Background: an optimization exercise with open tools, aiming at small area, a short achievable clock period and few clock cycles per item. Do not read the settings as production practice.
The RTL was checked by simulation tests, not by an equivalence proof against the original design.
No activity file was given, so power comes from the tool's default toggle rates.

`config.mk`:
```
export PLATFORM = sky130hd
export DESIGN_NAME = sorted_table_quadratic_interpolator
export DESIGN_NICKNAME = sorted_table_quadratic_interpolator
export VERILOG_FILES = /design/flow/design.v
export SDC_FILE = /design/flow/constraint.sdc
export NUM_CORES = 4
export LEC_CHECK = 0
export CAP_MARGIN = 20
export CORE_MARGIN = 2
export CORE_UTILIZATION = 40
export SLEW_MARGIN = 20
```
`constraint.sdc`:
```
create_clock -name core_clock -period 13.0 [get_ports {clk_i}]
set_input_delay 2.6000 -clock core_clock [delete_from_list [all_inputs] [get_ports {clk_i}]]
set_output_delay 2.6000 -clock core_clock [all_outputs]
set_load 0.01 [all_outputs]
```
`design.v`:
```
package stqi_pkg;
  localparam int unsigned TABLE_DEPTH = 64;
  localparam int unsigned NUM_W = 96;
  localparam int unsigned QR_W = NUM_W + 1;
  localparam int unsigned ACC_W = NUM_W + 3;
  localparam int unsigned DIV_CNT_W = 7;
  localparam logic [1:0] OP_QUERY = 2'd0;
  localparam logic [1:0] OP_APPEND = 2'd1;
  localparam logic [1:0] OP_PREPEND = 2'd2;
  localparam logic [1:0] OP_NONE = 2'd3;
  typedef enum logic [2:0] {
    ST_OK    = 3'd0,
    ST_RANGE = 3'd1,
    ST_FULL  = 3'd2,
    ST_ORDER = 3'd3,
    ST_FEW   = 3'd4
  } status_e;
  typedef enum logic [1:0] {
    RD_FIRST = 2'd0,
    RD_LAST  = 2'd1,
    RD_NEXT  = 2'd2
  } rd_sel_e;
  typedef enum logic [1:0] {
    RES_ZERO = 2'd0,
    RES_RD   = 2'd1,
    RES_HIT  = 2'd2,
    RES_LAG  = 2'd3
  } res_sel_e;
  typedef struct packed {
    logic     latch;
    logic     rd_en;
    rd_sel_e  rd_sel;
    logic     scan_clr;
    logic     scan_inc;
    logic     wr_en;
    logic     lag_start;
    logic     res_load;
    res_sel_e res_sel;
    status_e  res_st;
  } dp_cmd_t;
  typedef struct packed {
    logic is_load;
    logic is_append;
    logic query_act;
    logic full;
    logic empty;
    logic few;
    logic x_lt;
    logic x_eq;
    logic x_gt;
    logic ord_bad;
    logic found;
    logic hit;
    logic scan_ge2;
    logic scan_last;
    logic lag_done;
  } dp_stat_t;
  function automatic logic [31:0] mag33(input logic [32:0] v);
    logic [32:0] n;
    n = ~v + 33'd1;
    mag33 = v[32] ? n[31:0] : v[31:0];
  endfunction
endpackage
module stqi_lag (
  input  logic               clk_i,
  input  logic               rst_ni,
  input  logic               start_i,
  input  logic [31:0]        x_i,
  input  logic [31:0]        x0_i,
  input  logic [31:0]        x1_i,
  input  logic [31:0]        x2_i,
  input  logic signed [31:0] y0_i,
  input  logic signed [31:0] y1_i,
  input  logic signed [31:0] y2_i,
  output logic               done_o,
  output logic signed [31:0] result_o
);
  localparam int unsigned NW = stqi_pkg::NUM_W;
  localparam int unsigned QW = stqi_pkg::QR_W;
  localparam int unsigned AW = stqi_pkg::ACC_W;
  localparam int unsigned KW = stqi_pkg::DIV_CNT_W;
  typedef enum logic [9:0] {
    PH_IDLE = 10'b0000000001,
    PH_PQ   = 10'b0000000010,
    PH_DEN  = 10'b0000000100,
    PH_ML   = 10'b0000001000,
    PH_MH   = 10'b0000010000,
    PH_NUM  = 10'b0000100000,
    PH_DIV  = 10'b0001000000,
    PH_RND  = 10'b0010000000,
    PH_ACC  = 10'b0100000000,
    PH_SAT  = 10'b1000000000
  } phase_e;
  phase_e phase_q, phase_d;
  logic [1:0] term_q, term_d;
  logic [KW-1:0] cnt_q, cnt_d;
  logic done_q;
  logic [31:0] x_q, x0_q, x1_q, x2_q;
  logic [31:0] y0_q, y1_q, y2_q;
  logic [63:0] pq_q, den_q, lo_q, hi_q;
  logic [NW-1:0] dq_q;
  logic [63:0] rem_q;
  logic [QW-1:0] qr_q;
  logic neg_q;
  logic signed [AW-1:0] acc_q;
  logic signed [31:0] res_q;
  logic [32:0] da, db, dc;
  logic [31:0] d01, d02, d12;
  logic [32:0] p_s, q_s;
  logic flip;
  logic [31:0] ysel, ymag, den_a, den_b;
  logic neg;
  logic [31:0] mul_a, mul_b;
  logic [63:0] mul_p;
  logic [64:0] r_sh, r_sub;
  logic q_bit, rnd;
  logic signed [AW-1:0] qext;
  logic fits;
  assign da = {1'b0, x_q} - {1'b0, x0_q};
  assign db = {1'b0, x_q} - {1'b0, x1_q};
  assign dc = {1'b0, x_q} - {1'b0, x2_q};
  assign d01 = x1_q - x0_q;
  assign d02 = x2_q - x0_q;
  assign d12 = x2_q - x1_q;
  always_comb begin
    unique case (term_q)
      2'd0: begin
        p_s = db; q_s = dc; flip = 1'b0; ysel = y0_q; den_a = d01; den_b = d02;
      end
      2'd1: begin
        p_s = da; q_s = dc; flip = 1'b1; ysel = y1_q; den_a = d01; den_b = d12;
      end
      default: begin
        p_s = da; q_s = db; flip = 1'b0; ysel = y2_q; den_a = d02; den_b = d12;
      end
    endcase
  end
  assign ymag = ysel[31] ? (~ysel + 32'd1) : ysel;
  assign neg = ysel[31] ^ p_s[32] ^ q_s[32] ^ flip;
  always_comb begin
    mul_a = stqi_pkg::mag33(p_s);
    mul_b = stqi_pkg::mag33(q_s);
    unique case (phase_q)
      PH_DEN: begin
        mul_a = den_a;
        mul_b = den_b;
      end
      PH_ML: begin
        mul_a = pq_q[31:0];
        mul_b = ymag;
      end
      PH_MH: begin
        mul_a = pq_q[63:32];
        mul_b = ymag;
      end
      default: begin
        mul_a = stqi_pkg::mag33(p_s);
        mul_b = stqi_pkg::mag33(q_s);
      end
    endcase
  end
  assign mul_p = 64'(mul_a) * 64'(mul_b);
  assign r_sh = {rem_q, dq_q[NW-1]};
  assign q_bit = r_sh >= {1'b0, den_q};
  assign r_sub = r_sh - {1'b0, den_q};
  assign rnd = {rem_q, 1'b0} >= {1'b0, den_q};
  assign qext = $signed({{(AW-QW){1'b0}}, qr_q});
  assign fits = (acc_q[AW-1:31] == '0) || (acc_q[AW-1:31] == '1);
  always_comb begin
    phase_d = phase_q;
    term_d = term_q;
    cnt_d = cnt_q;
    unique case (phase_q)
      PH_IDLE: if (start_i) begin
        phase_d = PH_PQ;
        term_d = 2'd0;
      end
      PH_PQ:  phase_d = PH_DEN;
      PH_DEN: phase_d = PH_ML;
      PH_ML:  phase_d = PH_MH;
      PH_MH:  phase_d = PH_NUM;
      PH_NUM: begin
        phase_d = PH_DIV;
        cnt_d = '0;
      end
      PH_DIV: begin
        cnt_d = cnt_q + KW'(1);
        if (cnt_q == KW'(NW - 1)) phase_d = PH_RND;
      end
      PH_RND: phase_d = PH_ACC;
      PH_ACC: begin
        if (term_q == 2'd2) begin
          phase_d = PH_SAT;
        end else begin
          phase_d = PH_PQ;
          term_d = term_q + 2'd1;
        end
      end
      PH_SAT: phase_d = PH_IDLE;
      default: phase_d = PH_IDLE;
    endcase
  end
  always_ff @(posedge clk_i or negedge rst_ni) begin
    if (!rst_ni) begin
      phase_q <= PH_IDLE;
      term_q <= 2'd0;
      cnt_q <= '0;
      done_q <= 1'b0;
    end else begin
      phase_q <= phase_d;
      term_q <= term_d;
      cnt_q <= cnt_d;
      done_q <= (phase_q == PH_SAT);
    end
  end
  always_ff @(posedge clk_i) begin
    if (phase_q == PH_IDLE && start_i) begin
      x_q <= x_i;
      x0_q <= x0_i;
      x1_q <= x1_i;
      x2_q <= x2_i;
      y0_q <= y0_i;
      y1_q <= y1_i;
      y2_q <= y2_i;
      acc_q <= '0;
    end
    if (phase_q == PH_PQ) begin
      pq_q <= mul_p;
      neg_q <= neg;
    end
    if (phase_q == PH_DEN) den_q <= mul_p;
    if (phase_q == PH_ML) lo_q <= mul_p;
    if (phase_q == PH_MH) hi_q <= mul_p;
    if (phase_q == PH_NUM) begin
      dq_q <= {32'd0, lo_q} + {hi_q, 32'd0};
      rem_q <= '0;
    end
    if (phase_q == PH_DIV) begin
      dq_q <= {dq_q[NW-2:0], q_bit};
      rem_q <= q_bit ? r_sub[63:0] : r_sh[63:0];
    end
    if (phase_q == PH_RND) qr_q <= {1'b0, dq_q} + QW'(rnd);
    if (phase_q == PH_ACC) acc_q <= neg_q ? acc_q - qext : acc_q + qext;
    if (phase_q == PH_SAT) begin
      if (fits) res_q <= acc_q[31:0];
      else res_q <= acc_q[AW-1] ? 32'sh8000_0000 : 32'sh7FFF_FFFF;
    end
  end
  assign done_o = done_q;
  assign result_o = res_q;
endmodule
module stqi_dp #(
  parameter int unsigned DEPTH = stqi_pkg::TABLE_DEPTH
) (
  input  logic                clk_i,
  input  logic                rst_ni,
  input  logic                cfg_we_i,
  input  logic [31:0]         cfg_data_i,
  input  logic [1:0]          operation_i,
  input  logic [31:0]         abscissa_i,
  input  logic signed [31:0]  ordinate_i,
  input  stqi_pkg::dp_cmd_t   cmd_i,
  output stqi_pkg::dp_stat_t  stat_o,
  output logic                done_o,
  output logic signed [31:0]  value_o,
  output logic [2:0]          status_o
);
  localparam int unsigned AW = $clog2(DEPTH);
  localparam int unsigned CW = $clog2(DEPTH + 1);
  localparam int unsigned SW = CW + 1;
  logic [31:0] thr_q;
  logic [1:0] op_q;
  logic [31:0] ax_q, oy_q, x_q;
  logic below_q;
  logic [AW-1:0] head_q;
  logic [CW-1:0] cnt_q, scan_q;
  logic [63:0] mem_q [DEPTH];
  logic [63:0] rd_q, w1_q, w2_q;
  logic done_q;
  logic [31:0] val_q;
  stqi_pkg::status_e st_q;
  logic [AW-1:0] head_dec, ra, wa;
  logic [CW-1:0] ridx;
  logic [31:0] rd_x, w1_x;
  logic is_append;
  function automatic logic [AW-1:0] slot_of(input logic [AW-1:0] head,
                                             input logic [CW-1:0] idx);
    logic [SW-1:0] s;
    s = SW'(head) + SW'(idx);
    if (s >= SW'(DEPTH)) s = s - SW'(DEPTH);
    slot_of = s[AW-1:0];
  endfunction
  assign rd_x = rd_q[63:32];
  assign w1_x = w1_q[63:32];
  assign is_append = (op_q == stqi_pkg::OP_APPEND);
  assign head_dec = (head_q == '0) ? AW'(DEPTH - 1) : head_q - AW'(1);
  always_comb begin
    unique case (cmd_i.rd_sel)
      stqi_pkg::RD_FIRST: ridx = '0;
      stqi_pkg::RD_LAST:  ridx = cnt_q - CW'(1);
      stqi_pkg::RD_NEXT:  ridx = scan_q + CW'(1);
      default:            ridx = '0;
    endcase
  end
  assign ra = slot_of(head_q, ridx);
  assign wa = is_append ? slot_of(head_q, cnt_q) : head_dec;
  always_ff @(posedge clk_i) begin
    if (cmd_i.wr_en) mem_q[wa] <= {ax_q, oy_q};
    if (cmd_i.rd_en) rd_q <= mem_q[ra];
  end
  always_ff @(posedge clk_i or negedge rst_ni) begin
    if (!rst_ni) begin
      thr_q <= '0;
      head_q <= '0;
      cnt_q <= '0;
      scan_q <= '0;
      done_q <= 1'b0;
    end else begin
      if (cfg_we_i) thr_q <= cfg_data_i;
      if (cmd_i.wr_en) begin
        cnt_q <= cnt_q + CW'(1);
        if (!is_append) head_q <= head_dec;
      end
      if (cmd_i.scan_clr) scan_q <= '0;
      else if (cmd_i.scan_inc) scan_q <= scan_q + CW'(1);
      done_q <= cmd_i.res_load;
    end
  end
  logic signed [31:0] lag_res;
  logic lag_done;
  always_ff @(posedge clk_i) begin
    if (cmd_i.latch) begin
      op_q <= operation_i;
      ax_q <= abscissa_i;
      oy_q <= ordinate_i;
      x_q <= abscissa_i - thr_q;
      below_q <= abscissa_i <= thr_q;
    end
    if (cmd_i.scan_inc || cmd_i.scan_clr) begin
      w1_q <= w2_q;
      w2_q <= rd_q;
    end
    if (cmd_i.res_load) begin
      st_q <= cmd_i.res_st;
      unique case (cmd_i.res_sel)
        stqi_pkg::RES_ZERO: val_q <= '0;
        stqi_pkg::RES_RD:   val_q <= rd_q[31:0];
        stqi_pkg::RES_HIT:  val_q <= w1_q[31:0];
        stqi_pkg::RES_LAG:  val_q <= lag_res;
        default:            val_q <= '0;
      endcase
    end
  end
  stqi_lag u_lag (
    .clk_i    (clk_i),
    .rst_ni   (rst_ni),
    .start_i  (cmd_i.lag_start),
    .x_i      (x_q),
    .x0_i     (w1_q[63:32]),
    .x1_i     (w2_q[63:32]),
    .x2_i     (rd_x),
    .y0_i     (w1_q[31:0]),
    .y1_i     (w2_q[31:0]),
    .y2_i     (rd_q[31:0]),
    .done_o   (lag_done),
    .result_o (lag_res)
  );
  always_comb begin
    stat_o.is_load = (op_q == stqi_pkg::OP_APPEND) || (op_q == stqi_pkg::OP_PREPEND);
    stat_o.is_append = is_append;
    stat_o.query_act = (op_q == stqi_pkg::OP_QUERY) && !below_q;
    stat_o.full = (cnt_q == CW'(DEPTH));
    stat_o.empty = (cnt_q == '0);
    stat_o.few = (cnt_q < CW'(3));
    stat_o.x_lt = x_q < rd_x;
    stat_o.x_eq = x_q == rd_x;
    stat_o.x_gt = x_q > rd_x;
    stat_o.ord_bad = is_append ? (ax_q <= rd_x) : (ax_q >= rd_x);
    stat_o.found = (x_q > w1_x) && (x_q < rd_x);
    stat_o.hit = (x_q == w1_x);
    stat_o.scan_ge2 = (scan_q >= CW'(2));
    stat_o.scan_last = (scan_q == cnt_q - CW'(1));
    stat_o.lag_done = lag_done;
  end
  assign done_o = done_q;
  assign value_o = val_q;
  assign status_o = st_q;
endmodule
module stqi_ctrl (
  input  logic               clk_i,
  input  logic               rst_ni,
  input  logic               start,
  output logic               busy,
  input  stqi_pkg::dp_stat_t stat_i,
  output stqi_pkg::dp_cmd_t  cmd_o
);
  typedef enum logic [6:0] {
    S_IDLE   = 7'b0000001,
    S_DISP   = 7'b0000010,
    S_LCHK   = 7'b0000100,
    S_QFIRST = 7'b0001000,
    S_QLAST  = 7'b0010000,
    S_SCAN   = 7'b0100000,
    S_LAG    = 7'b1000000
  } state_e;
  state_e state_q, state_d;
  always_comb begin
    state_d = state_q;
    cmd_o = '0;
    cmd_o.rd_sel = stqi_pkg::RD_FIRST;
    cmd_o.res_sel = stqi_pkg::RES_ZERO;
    cmd_o.res_st = stqi_pkg::ST_OK;
    unique case (state_q)
      S_IDLE: begin
        if (start) begin
          cmd_o.latch = 1'b1;
          state_d = S_DISP;
        end
      end
      S_DISP: begin
        priority if (stat_i.is_load && stat_i.full) begin
          cmd_o.res_load = 1'b1;
          cmd_o.res_st = stqi_pkg::ST_FULL;
        end else if (stat_i.is_load && stat_i.empty) begin
          cmd_o.wr_en = 1'b1;
          cmd_o.res_load = 1'b1;
        end else if (stat_i.is_load) begin
          cmd_o.rd_en = 1'b1;
          cmd_o.rd_sel = stat_i.is_append ? stqi_pkg::RD_LAST : stqi_pkg::RD_FIRST;
          state_d = S_LCHK;
        end else if (stat_i.query_act && stat_i.few) begin
          cmd_o.res_load = 1'b1;
          cmd_o.res_st = stqi_pkg::ST_FEW;
        end else if (stat_i.query_act) begin
          cmd_o.rd_en = 1'b1;
          state_d = S_QFIRST;
        end else begin
          cmd_o.res_load = 1'b1;
        end
      end
      S_LCHK: begin
        cmd_o.res_load = 1'b1;
        if (stat_i.ord_bad) cmd_o.res_st = stqi_pkg::ST_ORDER;
        else cmd_o.wr_en = 1'b1;
      end
      S_QFIRST: begin
        priority if (stat_i.x_lt) begin
          cmd_o.res_load = 1'b1;
          cmd_o.res_st = stqi_pkg::ST_RANGE;
        end else if (stat_i.x_eq) begin
          cmd_o.res_load = 1'b1;
          cmd_o.res_sel = stqi_pkg::RES_RD;
        end else begin
          cmd_o.rd_en = 1'b1;
          cmd_o.rd_sel = stqi_pkg::RD_LAST;
          state_d = S_QLAST;
        end
      end
      S_QLAST: begin
        priority if (stat_i.x_gt) begin
          cmd_o.res_load = 1'b1;
          cmd_o.res_st = stqi_pkg::ST_RANGE;
        end else if (stat_i.x_eq) begin
          cmd_o.res_load = 1'b1;
          cmd_o.res_sel = stqi_pkg::RES_RD;
        end else begin
          cmd_o.rd_en = 1'b1;
          cmd_o.rd_sel = stqi_pkg::RD_FIRST;
          cmd_o.scan_clr = 1'b1;
          state_d = S_SCAN;
        end
      end
      S_SCAN: begin
        priority if (stat_i.scan_ge2 && stat_i.found) begin
          cmd_o.lag_start = 1'b1;
          state_d = S_LAG;
        end else if (stat_i.scan_ge2 && stat_i.hit) begin
          cmd_o.res_load = 1'b1;
          cmd_o.res_sel = stqi_pkg::RES_HIT;
        end else if (stat_i.scan_last) begin
          cmd_o.lag_start = 1'b1;
          state_d = S_LAG;
        end else begin
          cmd_o.scan_inc = 1'b1;
          cmd_o.rd_en = 1'b1;
          cmd_o.rd_sel = stqi_pkg::RD_NEXT;
        end
      end
      S_LAG: begin
        if (stat_i.lag_done) begin
          cmd_o.res_load = 1'b1;
          cmd_o.res_sel = stqi_pkg::RES_LAG;
        end
      end
      default: state_d = S_IDLE;
    endcase
    if (cmd_o.res_load) state_d = S_IDLE;
  end
  always_ff @(posedge clk_i or negedge rst_ni) begin
    if (!rst_ni) begin
      state_q <= S_IDLE;
    end else begin
      state_q <= state_d;
    end
  end
  assign busy = (state_q != S_IDLE);
endmodule
module sorted_table_quadratic_interpolator #(
  parameter int unsigned TABLE_DEPTH = stqi_pkg::TABLE_DEPTH
) (
  input  logic               clk_i,
  input  logic               rst_ni,
  input  logic               start,
  output logic               busy,
  input  logic [1:0]         operation_i,
  input  logic [31:0]        abscissa_i,
  input  logic signed [31:0] ordinate_i,
  output logic               done_o,
  output logic signed [31:0] value_o,
  output logic [2:0]         status_o,
  input  logic               cfg_valid_i,
  output logic               cfg_ready_o,
  input  logic [31:0]        cfg_data_i
);
  stqi_pkg::dp_cmd_t cmd;
  stqi_pkg::dp_stat_t stat;
  assign cfg_ready_o = 1'b1;
  stqi_ctrl u_ctrl (
    .clk_i  (clk_i),
    .rst_ni (rst_ni),
    .start  (start),
    .busy   (busy),
    .stat_i (stat),
    .cmd_o  (cmd)
  );
  stqi_dp #(
    .DEPTH (TABLE_DEPTH)
  ) u_dp (
    .clk_i       (clk_i),
    .rst_ni      (rst_ni),
    .cfg_we_i    (cfg_valid_i & cfg_ready_o),
    .cfg_data_i  (cfg_data_i),
    .operation_i (operation_i),
    .abscissa_i  (abscissa_i),
    .ordinate_i  (ordinate_i),
    .cmd_i       (cmd),
    .stat_o      (stat),
    .done_o      (done_o),
    .value_o     (value_o),
    .status_o    (status_o)
  );
endmodule
```
`run.sh`:
```
#!/bin/bash
# synth_recipe.tcl (not shown) runs the flow's synth.tcl, then flattens the netlist and writes it again
# the make line also repeats each setting of config.mk as NAME=value (left out here)
make -C /OpenROAD-flow-scripts/flow DESIGN_CONFIG=/design/flow/config.mk WORK_HOME=/design/flow/orfs CLKGATE_MAP_FILE= SYNTH_SCRIPT=/design/flow/synth_recipe.tcl finish
```
==> summary.txt <==
## per-stage QoR
step / instance area (um2) / setup WS (ps) / cells / utilization (%) / TNS [ps]
final: 301000 / 368 / 27400 / 45.4 / 0
after CTS: 301000 / 154 / 27400 / 45.4 / 0
after global placement: 282000 / 198 / 26300 / 42.6 / 0
after detailed placement: 283000 / 256 / 26300 / 42.6 / 0
after global routing: 301000 / -5.99 / 27400 / 45.4 / -16.2
after floorplan: 266000 / 776 / 17400 / - / 0
## sequential cells by signal (all words and copies together), names as in the netlist, 96 cells and up
name / cells
u_dp.u_lag.qr_q: 97
u_dp.u_lag.dq_q: 96
u_dp.u_lag.acc_q: 99
u_dp.mem_q: 4096
## synth_stat cells (all sizes together), types with 207 or more instances
cell type  instances
edfxtp          5291
fa               908
nand3            207
clkbuf           611
ha               804
inv             1494
xnor2            499
mux4            1280
nand2           1157
nor2            1083
a21o             317
a21oi            691
xor2             265
o21ai            470
## layout make-up
class,count,area [um2]
fillers,57800,362000
flip-flops and latches,5371,161000
multi-input cells,9793,97900
clock buffers,695,15000
well taps,8879,11100
repair buffers,798,7260
inverters,1497,5630
clock inverters,334,3200
diodes,40,100
## worst reg2reg max path: cells and delay by family (launching register included)
family | cells | cell delay (ps)
XOR/XNOR | 2 | 380
adder cells (fa/ha/maj) | 10 | 4590
flip-flops | 1 | 350
AO/OA/AOI/OAI | 17 | 4270
AND/OR/NAND/NOR | 6 | 1720
buffers and inverters | 7 | 1070
## worst paths after layout
kind / start / end / slack, ps
worst max-delay path: u_dp.u_lag.x0_q[1] / u_dp.u_lag.hi_q[61] / 370
worst min-delay path: u_dp.w2_q[54] / u_dp.w1_q[54] / 440
worst max register to register: u_dp.u_lag.x0_q[1] / u_dp.u_lag.hi_q[61] / 370
worst min register to register: u_dp.w2_q[54] / u_dp.w1_q[54] / 440
max in group asynchronous: rst_ni / u_dp.u_lag.phase_q[5] / 10210
min in group asynchronous: rst_ni / u_dp.thr_q[29] / 1560
## layer usage
metal  wire (um)  track usage [%]  up-vias
li1            -                -    66600
met1      310000             30.1    81400
met2      382000             38.2     6130
met3       55600             3.38     1282
met4       36100             9.08        4
met5          23                0        -
## power by group
part	switching, uW	internal (uW)	total (uW)
Clock	6890	9130	16000
Combinational	6320	4930	11300
Sequential	230	20100	20300
## cells by family (layout without fill, tap and decap cells)
group	count (synthesis)	count (layout)	synth area share, %
other cells	1	41	0.00141
simple gates	3556	3556	6.16
xor+xnor	764	764	2.51
mux	1446	1446	11.5
flops	5371	5371	60.4
fa+ha+maj	1712	1712	10.6
compound gates	2314	2314	5.63
buf+inv	2250	3324	3.19
## timing repair
item,CTS,global route
hold buffers,0,0
endpoints found under the setup margin,0,58
gates resized for setup,0,26
setup buffers,0,1
==> metrics.md <==
| Metric | Value |
|---|---|
| Final wirelength | roughly 780,000 um |
| Req. time, crit path | ~14,000 ps |
| Critical path depth | 42 |
| Clk Latency, worst-skew pair | approximately 1100 ps |
| Max-slew headroom | between 10% and 20% |
| Total track usage | 22.8% |
| Cell taking the most area after synthesis | edfxtp_1 |
| Count of input and output buffers | approximately 140 |
| # clock sinks | roughly 5.4k |
| Yosys cell types | 98 |
| Pwr/cell area | 158 mW/mm2 |
| Max Clock Skew | 91.6 ps |
| Clk root buf | clkbuf_16 |
| FMAX | around 0.079 GHz |
| Avg WL per Cell | between 20 and 30 um |
| Remaining DRCs | 0 |
| Critical path endpoint category | flop |
| Die X | 820 um |
| Post-Synthesis Cells | ~17k |
| Slew Viols, Final | 0 |
| Vias | between 150k and 200k |
| Layout cells sized above 1 | around 16% |
| Ports | 140 |
| Cell family with most CP delay | adder cells |
| TritonCTS clock tree | done |
| Routability congestion estimate | approximately 0.94 |
| DRT iter0 DRCs | approximately 18k |
| Slowest cell on the critical path | nand3_1 |
| Post-synth EDFFs | ~5.3k |
| Core footprint | 0.663 mm2 |
| Bufs on Longest Clock Path | 4 |
| Top cell type's share of synthesized area | between 50% and 60% |
| Fin Hold WS | 441 ps |
| Worst path bufs/invs | 7 |
| Top FF cell, synth | edfxtp_1 |
| Via/cell ratio | between 5 and 6 |
| GRT Residual Overflow | 0 |
| Area growth, synth to finish | 13.1% |
| Post-Syn Nets | between 15k and 20k |
| Nets | 19.8k |
| CTS buffer count | roughly 570 |
| Tmin final | roughly 13,000 ps |
| Slowest stage delay, CP | 790 ps |
| Status | finished clean |
| Drt pass-1 iters | 7 |
| Critical setup path kind | flop to flop |
| Worst Path Arrival | 13,440 ps |
| Hold Path Class | flop to flop |
| Commonest non-fill, non-tap cell in the layout | edfxtp_1 |
| Die height | between 800 and 900 um |
| Critical Path Fanout Max | 11 |
| Top cells by area, synth | edfxtp_1 (60%), mux4_2 (11%), fa_1 (6.8%) |
| Final hold violations | 0 |
| Detail Placement HPWL | around 520,000 um |
| Post-layout power | about 48,000 uW |
| Die ar. | 0.672 mm2 |
| Period utilisation layout | 97.2% |
| Total leakage power | 0.106 uW |
| CP Launch Type | flop |
| Final setup violation count | 0 |
| FP Rows | about 300 |
| Post-synthesis async set-or-reset flop share | 1.49% |
| YS warnings | 3 |
| Post-Syn Area | 0.266 mm2 |
| Synth Register Bits | 5,371 |
| First-pass GRT wire length | ~1,100,000 um |
| Sequential cell area fraction in the yosys report | 60.4% |
| Clk slew on worst S/H paths | 60 ps |
| Pin count of the biggest net entering global routing | between 100 and 150 |
| Vias in the first global route | between 150k and 200k |
| Antenna violations before repair | 53 |
| R2R depth | 42 |
| Actual slew at the worst max-slew pin | between 1000 and 1500 ps |
| VDD IR max | 227 uV |
| Hold depth | 0 |
| # H-tree levels | 6 |
| Initial Util | approximately 40% |
| Crit path top cell by count | fa_1 |
| Remaining antenna violation count after routing | 0 |
| Max Cap Viol | 0 |
| Syn_area_per_cell | 15.3 um2 |
| Commonest cells after routing, fill and taps aside | edfxtp_1 (5,291), inv_1 (1,490), mux4_2 (1,280) |
Testbench counts, summed over its fixed seeds: cycles 320,975, items 1,318.

afterwards: timing with drivers on the ports:
The results above use ideal ports. As a check the final layout listed here was re-extracted and re-timed, cells and wires unchanged. Step 1 assumes that a clkbuf_16 drives the clock port and a buf_2 every other input. Step 2 also shifts input and output timing later by t, the mid clock arrival at the registers, as if the neighbouring blocks saw the same clock. a / b / c = ideal ports / drivers / drivers and shift; a / b = the first two.
t, ns: 1.193
setup slack, ns: 0.368 / 0.368 / 0.368
worst slew at a driven data input, ns: 0.25
After both steps setup and hold are still met in this run. For this run, drivers alone change the setup slack by 0.000 ns; drivers and shift together by 0.000 ns.
